This design comes from an exercise in tuning for small area, a short achievable clock period and few clock cycles per item on the open sky130 flow, not from production work.
RTL that was checked went through simulation tests only; none was proved equivalent to the original.

==> inputs of v28 <==
==> flow/design.v <==
`timescale 1ns / 1ps
package ple_pkg;
   localparam int CAPACITY   = 64;
   localparam int DATA_WIDTH = 32;
   localparam int POS_W     = 7;
   localparam int VAL_W     = 32;
   localparam int CNT_OUT_W = 7;
   localparam int CNT_W     = $clog2(CAPACITY + 1);
   localparam logic [2:0] OP_INS_FIRST = 3'd0;
   localparam logic [2:0] OP_INS_LAST  = 3'd1;
   localparam logic [2:0] OP_INS_POS   = 3'd2;
   localparam logic [2:0] OP_DEL_FIRST = 3'd3;
   localparam logic [2:0] OP_DEL_LAST  = 3'd4;
   localparam logic [2:0] OP_DEL_POS   = 3'd5;
   localparam logic [2:0] OP_READ      = 3'd6;
   localparam logic [1:0] STS_OK     = 2'd0;
   localparam logic [1:0] STS_BADPOS = 2'd1;
   localparam logic [1:0] STS_EMPTY  = 2'd2;
   localparam logic [1:0] STS_FULL   = 2'd3;
endpackage
`timescale 1ns / 1ps
module ple_store
(
   input  logic                                clock,
   input  logic                                wr_en,
   input  logic [5:0]                          slot,
   input  logic [ple_pkg::DATA_WIDTH-1:0]      wr_value,
   input  logic                                rd_en,
   output logic [ple_pkg::DATA_WIDTH-1:0]      rd_value
);
   localparam int N = ple_pkg::CAPACITY;
   localparam int W = ple_pkg::DATA_WIDTH;
   logic [N-1:0] dec;
   logic [W-1:0] mem [0:N-1];
   always_comb begin
      for (int k = 0; k < N; k++) dec[k] = (slot == 6'(k));
   end
   genvar i;
   generate
      for (i = 0; i < N; i++) begin : g_slot
         always_ff @(posedge clock) begin
            if (wr_en && dec[i]) mem[i] <= wr_value;
         end
      end
   endgenerate
   always_comb begin
      rd_value = '0;
      for (int k = 0; k < N; k++) begin
         rd_value = rd_value | ({W{rd_en & dec[k]}} & mem[k]);
      end
   end
endmodule
`timescale 1ns / 1ps
module positional_list_engine_unit
(
   input  logic                        clock,
   input  logic                        reset,
   input  logic                        req_valid,
   output logic                        req_ready,
   input  logic [2:0]                  req_opcode,
   input  logic signed [ple_pkg::VAL_W-1:0]     req_value,
   input  logic [ple_pkg::POS_W-1:0]            req_position,
   output logic                        rsp_valid,
   input  logic                        rsp_ready,
   output logic [1:0]                  rsp_status,
   output logic [ple_pkg::CNT_OUT_W-1:0]        rsp_element_count,
   output logic signed [ple_pkg::VAL_W-1:0]     rsp_read_value
);
   localparam int N  = ple_pkg::CAPACITY;
   localparam int W  = ple_pkg::DATA_WIDTH;
   localparam int CW = ple_pkg::CNT_W;
   localparam int PW = ple_pkg::POS_W;
   localparam int RW = 2 + CW + W;
   logic                       s0_valid;
   logic [2:0]                 s0_op;
   logic [W-1:0]               s0_val;
   logic [PW-1:0]              s0_pos;
   logic                       req_ready_ff;
   logic [CW-1:0]              count_ff;
   logic [5:0]                 ptr [0:N-1];
   logic                       b_v, b_wen, b_ren;
   logic [1:0]                 b_sts;
   logic [CW-1:0]              b_cnt;
   logic [5:0]                 b_slot;
   logic [W-1:0]               b_val;
   logic                       out_v, sk_v;
   logic [RW-1:0]              out_ff, sk_ff;
   logic                       enq, exec;
   logic                       op_ins, op_ins_fp, op_del_fp, op_rd;
   logic                       full, empty;
   logic [N-1:0]               oh, th, eq_n, le_n, eq_n1, lt_n1, xsel;
   logic                       q_lt_n, q_le_n;
   logic [N-1:0]               sel_x, sel_r, sel_l;
   logic [5:0]                 x_slot;
   logic [1:0]                 sts;
   logic                       ins_ok, del_ok;
   logic [CW-1:0]              count_new;
   assign enq  = b_v & ~(out_v & sk_v);
   assign exec = s0_valid & (~b_v | ~(out_v & sk_v));
   always_comb begin
      op_ins    = (s0_op == ple_pkg::OP_INS_FIRST) || (s0_op == ple_pkg::OP_INS_LAST) ||
                  (s0_op == ple_pkg::OP_INS_POS);
      op_ins_fp = (s0_op == ple_pkg::OP_INS_FIRST) || (s0_op == ple_pkg::OP_INS_POS);
      op_del_fp = (s0_op == ple_pkg::OP_DEL_FIRST) || (s0_op == ple_pkg::OP_DEL_POS);
      op_rd     = (s0_op == ple_pkg::OP_READ);
      full      = count_ff[CW-1];
      empty     = (count_ff == '0);
      for (int i = 0; i < N; i++) begin
         oh[i]    = (s0_pos == PW'(i + 1));
         th[i]    = (s0_pos != '0) && (s0_pos <= PW'(i + 1));
         eq_n[i]  = (count_ff == CW'(i));
         le_n[i]  = (count_ff >= CW'(i));
         eq_n1[i] = (count_ff == CW'(i + 1));
         lt_n1[i] = (count_ff > CW'(i + 1));
      end
      xsel   = op_ins ? eq_n : oh;
      q_lt_n = (s0_pos != '0) && ({1'b0, s0_pos} <= {1'b0, count_ff});
      q_le_n = (s0_pos != '0) && ({1'b0, s0_pos} <= ({1'b0, count_ff} + 1'b1));
   end
   always_comb begin
      x_slot = '0;
      for (int i = 0; i < N; i++) begin
         x_slot = x_slot | ({6{xsel[i]}} & ptr[i]);
      end
   end
   always_comb begin
      for (int i = 0; i < N; i++) begin
         sel_x[i] = exec & ((op_ins_fp & ~full & oh[i] & le_n[i]) | (op_del_fp & th[i] & eq_n1[i]));
         sel_r[i] = (i == 0) ? 1'b0 : (exec & op_ins_fp & ~full & th[(i == 0) ? 0 : i-1] & le_n[i]);
         sel_l[i] = (i == N - 1) ? 1'b0 : (exec & op_del_fp & th[i] & lt_n1[i]);
      end
   end
   genvar gi;
   generate
      for (gi = 0; gi < N; gi++) begin : g_ptr
         logic [5:0] lower, upper;
         if (gi == 0) begin : g_lo0
            assign lower = ptr[gi];
         end else begin : g_lo
            assign lower = ptr[gi-1];
         end
         if (gi == N - 1) begin : g_upN
            assign upper = ptr[gi];
         end else begin : g_up
            assign upper = ptr[gi+1];
         end
         always_ff @(posedge clock) begin
            if (reset)            ptr[gi] <= 6'(gi);
            else if (sel_x[gi])   ptr[gi] <= x_slot;
            else if (sel_r[gi])   ptr[gi] <= lower;
            else if (sel_l[gi])   ptr[gi] <= upper;
         end
      end
   endgenerate
   always_comb begin
      sts    = ple_pkg::STS_OK;
      ins_ok = 1'b0;
      del_ok = 1'b0;
      unique case (s0_op)
         ple_pkg::OP_INS_FIRST, ple_pkg::OP_INS_LAST: begin
            if (full) sts = ple_pkg::STS_FULL;
            else      ins_ok = 1'b1;
         end
         ple_pkg::OP_INS_POS: begin
            if (!q_le_n)   sts = ple_pkg::STS_BADPOS;
            else if (full) sts = ple_pkg::STS_FULL;
            else           ins_ok = 1'b1;
         end
         ple_pkg::OP_DEL_FIRST, ple_pkg::OP_DEL_LAST: begin
            if (empty) sts = ple_pkg::STS_EMPTY;
            else       del_ok = 1'b1;
         end
         ple_pkg::OP_DEL_POS, ple_pkg::OP_READ: begin
            if (!q_lt_n) sts = ple_pkg::STS_BADPOS;
            else         del_ok = (s0_op == ple_pkg::OP_DEL_POS);
         end
         default: ;
      endcase
      count_new = ins_ok ? (count_ff + 1'b1) : del_ok ? (count_ff - 1'b1) : count_ff;
   end
   logic [W-1:0]  rd_value;
   logic [RW-1:0] rsp_b;
   ple_store u_store (
      .clock    (clock),
      .wr_en    (b_v & b_wen),
      .slot     (b_slot),
      .wr_value (b_val),
      .rd_en    (b_ren),
      .rd_value (rd_value)
   );
   assign rsp_b = {b_sts, b_cnt, rd_value};
   always_ff @(posedge clock) begin
      if (exec) begin
         b_sts  <= sts;
         b_cnt  <= count_new;
         b_slot <= x_slot;
         b_val  <= s0_val;
         b_wen  <= op_ins & ~full;
         b_ren  <= op_rd & q_lt_n;
      end
   end
   logic keep_out, s0_valid_in, b_v_in, out_v_in, sk_v_in;
   always_comb begin
      keep_out    = out_v & ~rsp_ready;
      s0_valid_in = (req_valid & req_ready_ff) | (s0_valid & ~exec);
      b_v_in      = exec | (b_v & ~enq);
      out_v_in    = keep_out | sk_v | enq;
      sk_v_in     = keep_out ? (sk_v | enq) : (sk_v & enq);
   end
   always_ff @(posedge clock) begin
      if (reset) begin
         s0_valid     <= 1'b0;
         b_v          <= 1'b0;
         out_v        <= 1'b0;
         sk_v         <= 1'b0;
         count_ff     <= '0;
         req_ready_ff <= 1'b1;
      end else begin
         s0_valid     <= s0_valid_in;
         b_v          <= b_v_in;
         out_v        <= out_v_in;
         sk_v         <= sk_v_in;
         if (exec) count_ff <= count_new;
         req_ready_ff <= ~s0_valid_in | ~b_v_in | ~(out_v_in & sk_v_in);
      end
   end
   always_ff @(posedge clock) begin
      if (req_ready_ff) begin
         s0_op  <= req_opcode;
         s0_val <= W'(req_value);
         s0_pos <= ((req_opcode == ple_pkg::OP_INS_FIRST) || (req_opcode == ple_pkg::OP_DEL_FIRST)) ?
                   PW'(1) : req_position;
      end
   end
   always_ff @(posedge clock) begin
      if (enq) sk_ff <= rsp_b;
      if (!keep_out) out_ff <= sk_v ? sk_ff : rsp_b;
   end
   assign req_ready         = req_ready_ff;
   assign rsp_valid         = out_v;
   assign rsp_status        = out_ff[RW-1 -: 2];
   assign rsp_element_count = ple_pkg::CNT_OUT_W'(out_ff[W +: CW]);
   assign rsp_read_value    = out_ff[W-1:0];
endmodule
==> flow/run.sh <==
#!/bin/bash
# synth_recipe.tcl (not shown) runs the flow's synth.tcl, then flattens the netlist and writes it again
# the make line also repeats each setting of config.mk as NAME=value (left out here)
make -C /OpenROAD-flow-scripts/flow DESIGN_CONFIG=/design/flow/config.mk WORK_HOME=/design/flow/orfs CLKGATE_MAP_FILE= SYNTH_SCRIPT=/design/flow/synth_recipe.tcl finish
==> flow/config.mk <==
export PLATFORM = sky130hd
export DESIGN_NAME = positional_list_engine_unit
export DESIGN_NICKNAME = positional_list_engine_unit
export VERILOG_FILES = /design/flow/design.v
export SDC_FILE = /design/flow/constraint.sdc
export NUM_CORES = 4
export LEC_CHECK = 0
export CAP_MARGIN = 20
export CORE_MARGIN = 2
export CORE_UTILIZATION = 50
export PLACE_DENSITY = 0.6
export SETUP_SLACK_MARGIN = 4.6
export SLEW_MARGIN = 20
==> flow/constraint.sdc <==
create_clock -name core_clock -period 8.0 [get_ports {clock}]
set_input_delay 1.6000 -clock core_clock [delete_from_list [all_inputs] [get_ports {clock}]]
set_output_delay 1.6000 -clock core_clock [all_outputs]
set_load 0.01 [all_outputs]
==> inputs of v12, as changes to v28 <==
==> flow/design.v, changed modules only <==
module ple_store
(
   input  logic                                clock,
   input  logic [7:0]                          wr_hi,
   input  logic [7:0]                          rd_hi,
   input  logic [7:0]                          slot_lo,
   input  logic [ple_pkg::DATA_WIDTH-1:0]      wr_value,
   output logic [ple_pkg::DATA_WIDTH-1:0]      rd_value
);
   localparam int N = ple_pkg::CAPACITY;
   localparam int W = ple_pkg::DATA_WIDTH;
   logic [W-1:0] mem [0:N-1];
   genvar i;
   generate
      for (i = 0; i < N; i++) begin : g_slot
         always_ff @(posedge clock) begin
            if (wr_hi[i / 8] && slot_lo[i % 8]) mem[i] <= wr_value;
         end
      end
   endgenerate
   always_comb begin
      rd_value = '0;
      for (int k = 0; k < N; k++) begin
         rd_value = rd_value | ({W{rd_hi[k / 8] & slot_lo[k % 8]}} & mem[k]);
      end
   end
endmodule
module positional_list_engine_unit
(
   input  logic                        clock,
   input  logic                        reset,
   input  logic                        req_valid,
   output logic                        req_ready,
   input  logic [2:0]                  req_opcode,
   input  logic signed [ple_pkg::VAL_W-1:0]     req_value,
   input  logic [ple_pkg::POS_W-1:0]            req_position,
   output logic                        rsp_valid,
   input  logic                        rsp_ready,
   output logic [1:0]                  rsp_status,
   output logic [ple_pkg::CNT_OUT_W-1:0]        rsp_element_count,
   output logic signed [ple_pkg::VAL_W-1:0]     rsp_read_value
);
   localparam int N  = ple_pkg::CAPACITY;
   localparam int W  = ple_pkg::DATA_WIDTH;
   localparam int CW = ple_pkg::CNT_W;
   localparam int PW = ple_pkg::POS_W;
   localparam int RW = 2 + CW + W;
   logic                       s0_valid;
   logic [2:0]                 s0_op;
   logic [W-1:0]               s0_val;
   logic [PW-1:0]              s0_pos;
   logic                       req_ready_ff;
   logic                       s0_ins, s0_il, s0_ins_fp, s0_del_fp, s0_rd;
   logic [8:0]                 s0_hi_eq, s0_hi_lt;
   logic [7:0]                 s0_lo_eq, s0_lo_le;
   logic [CW-1:0]              count_ff;
   logic [5:0]                 ptr [0:N-1];
   logic                       b_v;
   logic [1:0]                 b_sts;
   logic [CW-1:0]              b_cnt;
   logic [7:0]                 b_wr_hi, b_rd_hi, b_slot_lo;
   logic [W-1:0]               b_val;
   logic                       out_v, sk_v;
   logic [RW-1:0]              out_ff, sk_ff;
   logic                       enq, exec;
   logic                       op_ins, op_il, op_ins_fp, op_del_fp, op_rd;
   logic                       full, empty;
   logic [N-1:0]               oh, th, eq_n, xsel;
   logic                       q_lt_n, q_le_n;
   logic                       e_ins, e_del;
   logic [5:0]                 x_slot, b_slot_in;
   logic [1:0]                 sts;
   logic                       ins_ok, del_ok;
   logic [CW-1:0]              count_new;
   assign enq  = b_v & ~(out_v & sk_v);
   assign exec = s0_valid & (~b_v | ~(out_v & sk_v));
   always_comb begin
      op_ins    = s0_ins;
      op_il     = s0_il;
      op_ins_fp = s0_ins_fp;
      op_del_fp = s0_del_fp;
      op_rd     = s0_rd;
      full      = count_ff[CW-1];
      empty     = (count_ff == '0);
      for (int i = 0; i < N; i++) begin
         oh[i]   = s0_hi_eq[(i + 1) / 8] & s0_lo_eq[(i + 1) % 8];
         th[i]   = s0_hi_lt[(i + 1) / 8] | (s0_hi_eq[(i + 1) / 8] & s0_lo_le[(i + 1) % 8]);
         eq_n[i] = (count_ff == CW'(i));
      end
      xsel   = op_il ? eq_n : oh;
      q_lt_n = (s0_pos != '0) && ({1'b0, s0_pos} <= {1'b0, count_ff});
      q_le_n = (s0_pos != '0) && ({1'b0, s0_pos} <= ({1'b0, count_ff} + 1'b1));
      e_ins  = exec & op_ins_fp & ~full;
      e_del  = exec & op_del_fp;
   end
   always_comb begin
      x_slot = '0;
      for (int i = 0; i < N; i++) begin
         x_slot = x_slot | ({6{xsel[i]}} & ptr[i]);
      end
      b_slot_in = op_ins_fp ? ptr[N-1] : x_slot;
   end
   genvar gi;
   generate
      for (gi = 0; gi < N; gi++) begin : g_ptr
         logic [5:0] lower, upper;
         logic       sel_v, sel_r, sel_l;
         if (gi == 0) begin : g_lo0
            assign lower = ptr[gi];
            assign sel_r = 1'b0;
         end else begin : g_lo
            assign lower = ptr[gi-1];
            assign sel_r = e_ins & th[gi-1];
         end
         if (gi == N - 1) begin : g_upN
            assign upper = x_slot;
         end else begin : g_up
            assign upper = ptr[gi+1];
         end
         assign sel_v = e_ins & oh[gi];
         assign sel_l = e_del & th[gi];
         always_ff @(posedge clock) begin
            if (reset)      ptr[gi] <= 6'(gi);
            else if (sel_v) ptr[gi] <= ptr[N-1];
            else if (sel_r) ptr[gi] <= lower;
            else if (sel_l) ptr[gi] <= upper;
         end
      end
   endgenerate
   always_comb begin
      sts    = ple_pkg::STS_OK;
      ins_ok = 1'b0;
      del_ok = 1'b0;
      unique case (s0_op)
         ple_pkg::OP_INS_FIRST, ple_pkg::OP_INS_LAST: begin
            if (full) sts = ple_pkg::STS_FULL;
            else      ins_ok = 1'b1;
         end
         ple_pkg::OP_INS_POS: begin
            if (!q_le_n)   sts = ple_pkg::STS_BADPOS;
            else if (full) sts = ple_pkg::STS_FULL;
            else           ins_ok = 1'b1;
         end
         ple_pkg::OP_DEL_FIRST, ple_pkg::OP_DEL_LAST: begin
            if (empty) sts = ple_pkg::STS_EMPTY;
            else       del_ok = 1'b1;
         end
         ple_pkg::OP_DEL_POS, ple_pkg::OP_READ: begin
            if (!q_lt_n) sts = ple_pkg::STS_BADPOS;
            else         del_ok = (s0_op == ple_pkg::OP_DEL_POS);
         end
         default: ;
      endcase
      count_new = ins_ok ? (count_ff + 1'b1) : del_ok ? (count_ff - 1'b1) : count_ff;
   end
   logic [W-1:0]  rd_value;
   logic [RW-1:0] rsp_b;
   ple_store u_store (
      .clock    (clock),
      .wr_hi    (b_wr_hi & {8{b_v}}),
      .rd_hi    (b_rd_hi),
      .slot_lo  (b_slot_lo),
      .wr_value (b_val),
      .rd_value (rd_value)
   );
   assign rsp_b = {b_sts, b_cnt, rd_value};
   always_ff @(posedge clock) begin
      if (exec) begin
         b_sts  <= sts;
         b_cnt  <= count_new;
         b_val  <= s0_val;
         for (int k = 0; k < 8; k++) begin
            b_wr_hi[k]   <= op_ins & ~full & (b_slot_in[5:3] == 3'(k));
            b_rd_hi[k]   <= op_rd & q_lt_n & (b_slot_in[5:3] == 3'(k));
            b_slot_lo[k] <= (b_slot_in[2:0] == 3'(k));
         end
      end
   end
   logic keep_out, s0_valid_in, b_v_in, out_v_in, sk_v_in;
   always_comb begin
      keep_out    = out_v & ~rsp_ready;
      s0_valid_in = (req_valid & req_ready_ff) | (s0_valid & ~exec);
      b_v_in      = exec | (b_v & ~enq);
      out_v_in    = keep_out | sk_v | enq;
      sk_v_in     = keep_out ? (sk_v | enq) : (sk_v & enq);
   end
   always_ff @(posedge clock) begin
      if (reset) begin
         s0_valid     <= 1'b0;
         b_v          <= 1'b0;
         out_v        <= 1'b0;
         sk_v         <= 1'b0;
         count_ff     <= '0;
         req_ready_ff <= 1'b1;
      end else begin
         s0_valid     <= s0_valid_in;
         b_v          <= b_v_in;
         out_v        <= out_v_in;
         sk_v         <= sk_v_in;
         if (exec) count_ff <= count_new;
         req_ready_ff <= ~s0_valid_in | ~b_v_in | ~(out_v_in & sk_v_in);
      end
   end
   logic          first_op, pos_inr;
   logic [PW-1:0] pos_in;
   always_comb begin
      first_op = (req_opcode == ple_pkg::OP_INS_FIRST) || (req_opcode == ple_pkg::OP_DEL_FIRST);
      pos_in   = first_op ? PW'(1) : req_position;
      pos_inr  = (pos_in != '0) && (pos_in <= PW'(N));
   end
   always_ff @(posedge clock) begin
      if (req_ready_ff) begin
         s0_op     <= req_opcode;
         s0_val    <= W'(req_value);
         s0_pos    <= pos_in;
         s0_ins    <= (req_opcode == ple_pkg::OP_INS_FIRST) || (req_opcode == ple_pkg::OP_INS_LAST) ||
                      (req_opcode == ple_pkg::OP_INS_POS);
         s0_il     <= (req_opcode == ple_pkg::OP_INS_LAST);
         s0_ins_fp <= (req_opcode == ple_pkg::OP_INS_FIRST) || (req_opcode == ple_pkg::OP_INS_POS);
         s0_del_fp <= (req_opcode == ple_pkg::OP_DEL_FIRST) || (req_opcode == ple_pkg::OP_DEL_POS);
         s0_rd     <= (req_opcode == ple_pkg::OP_READ);
         for (int k = 0; k < 9; k++) begin
            s0_hi_eq[k] <= pos_inr && (pos_in[6:3] == 4'(k));
            s0_hi_lt[k] <= pos_inr && (pos_in[6:3] < 4'(k));
         end
         for (int k = 0; k < 8; k++) begin
            s0_lo_eq[k] <= (pos_in[2:0] == 3'(k));
            s0_lo_le[k] <= (pos_in[2:0] <= 3'(k));
         end
      end
   end
   always_ff @(posedge clock) begin
      if (enq) sk_ff <= rsp_b;
      if (!keep_out) out_ff <= sk_v ? sk_ff : rsp_b;
   end
   assign req_ready         = req_ready_ff;
   assign rsp_valid         = out_v;
   assign rsp_status        = out_ff[RW-1 -: 2];
   assign rsp_element_count = ple_pkg::CNT_OUT_W'(out_ff[W +: CW]);
   assign rsp_read_value    = out_ff[W-1:0];
endmodule
==> qor summary <==
Area share of xor/xnor cells in the synthesized design: v12 0.000869; v28 0.00117
Y dimension of the die: v12 475 µm; v28 478 µm
Number of synthesized flops with an enable pin: v12 2274; v28 2221
Weighted congestion reported at the end of routability-driven placement: v12 1.13; v28 1.17
HPWL Detailed: v12 326 mm; v28 490 mm
Effective utilization at floorplan: v12 0.504; v28 0.504
Adder and majority gate portion of the synthesized area: v12 0.00214; v28 0.00212
Synthesized net count: v12 8097; v28 8591
Count of placed standard cells including taps: v12 10700; v28 11500
Resized Gates After CTS: v12 243; v28 1285
Total cell area at the placement stage: v12 0.115 mm²; v28 0.120 mm²
Width of the die: v12 475 µm; v28 478 µm
Clock sink total: v12 2670; v28 2617
Result of the run: v12 no timing/DRC/antenna violations; v28 stopped before the end
Last stage reached: v12 -; v28 global routing (5_1_grt)
Number of different library cells in the post-synthesis netlist: v12 98; v28 109
Testbench counts of v12, summed over its fixed seeds: cycles 12,024, items 12,000.
Function not checked in v28: the RTL went through the layout flow alone.

[static timing again, ports no longer ideal]
The results above use ideal ports. As a check the final layout listed here was re-extracted and re-timed, cells and wires unchanged. Step 1 sets driving cells, clkbuf_16 on the clock port and buf_2 on the other inputs (assumed; they add their load-dependent delay and slew). Step 2 times the ports against the registers' clock, not the clock port: input delays grow and output delays shrink by t, the midpoint of the rising clock arrivals with the driver on. Slacks: no drivers / after step 1 / after step 2; pairs: no drivers / after step 1.
run: v12
t, ns: 1.007
slack for setup (ns): 4.231 / 4.231 / 3.757
worst data-port slew with drivers (ns): 0.06
pins driven straight from the clock port: 1
After both steps setup and hold are still met in v12. For v12, drivers alone change the setup slack by 0.000 ns; drivers and shift together by -0.474 ns.
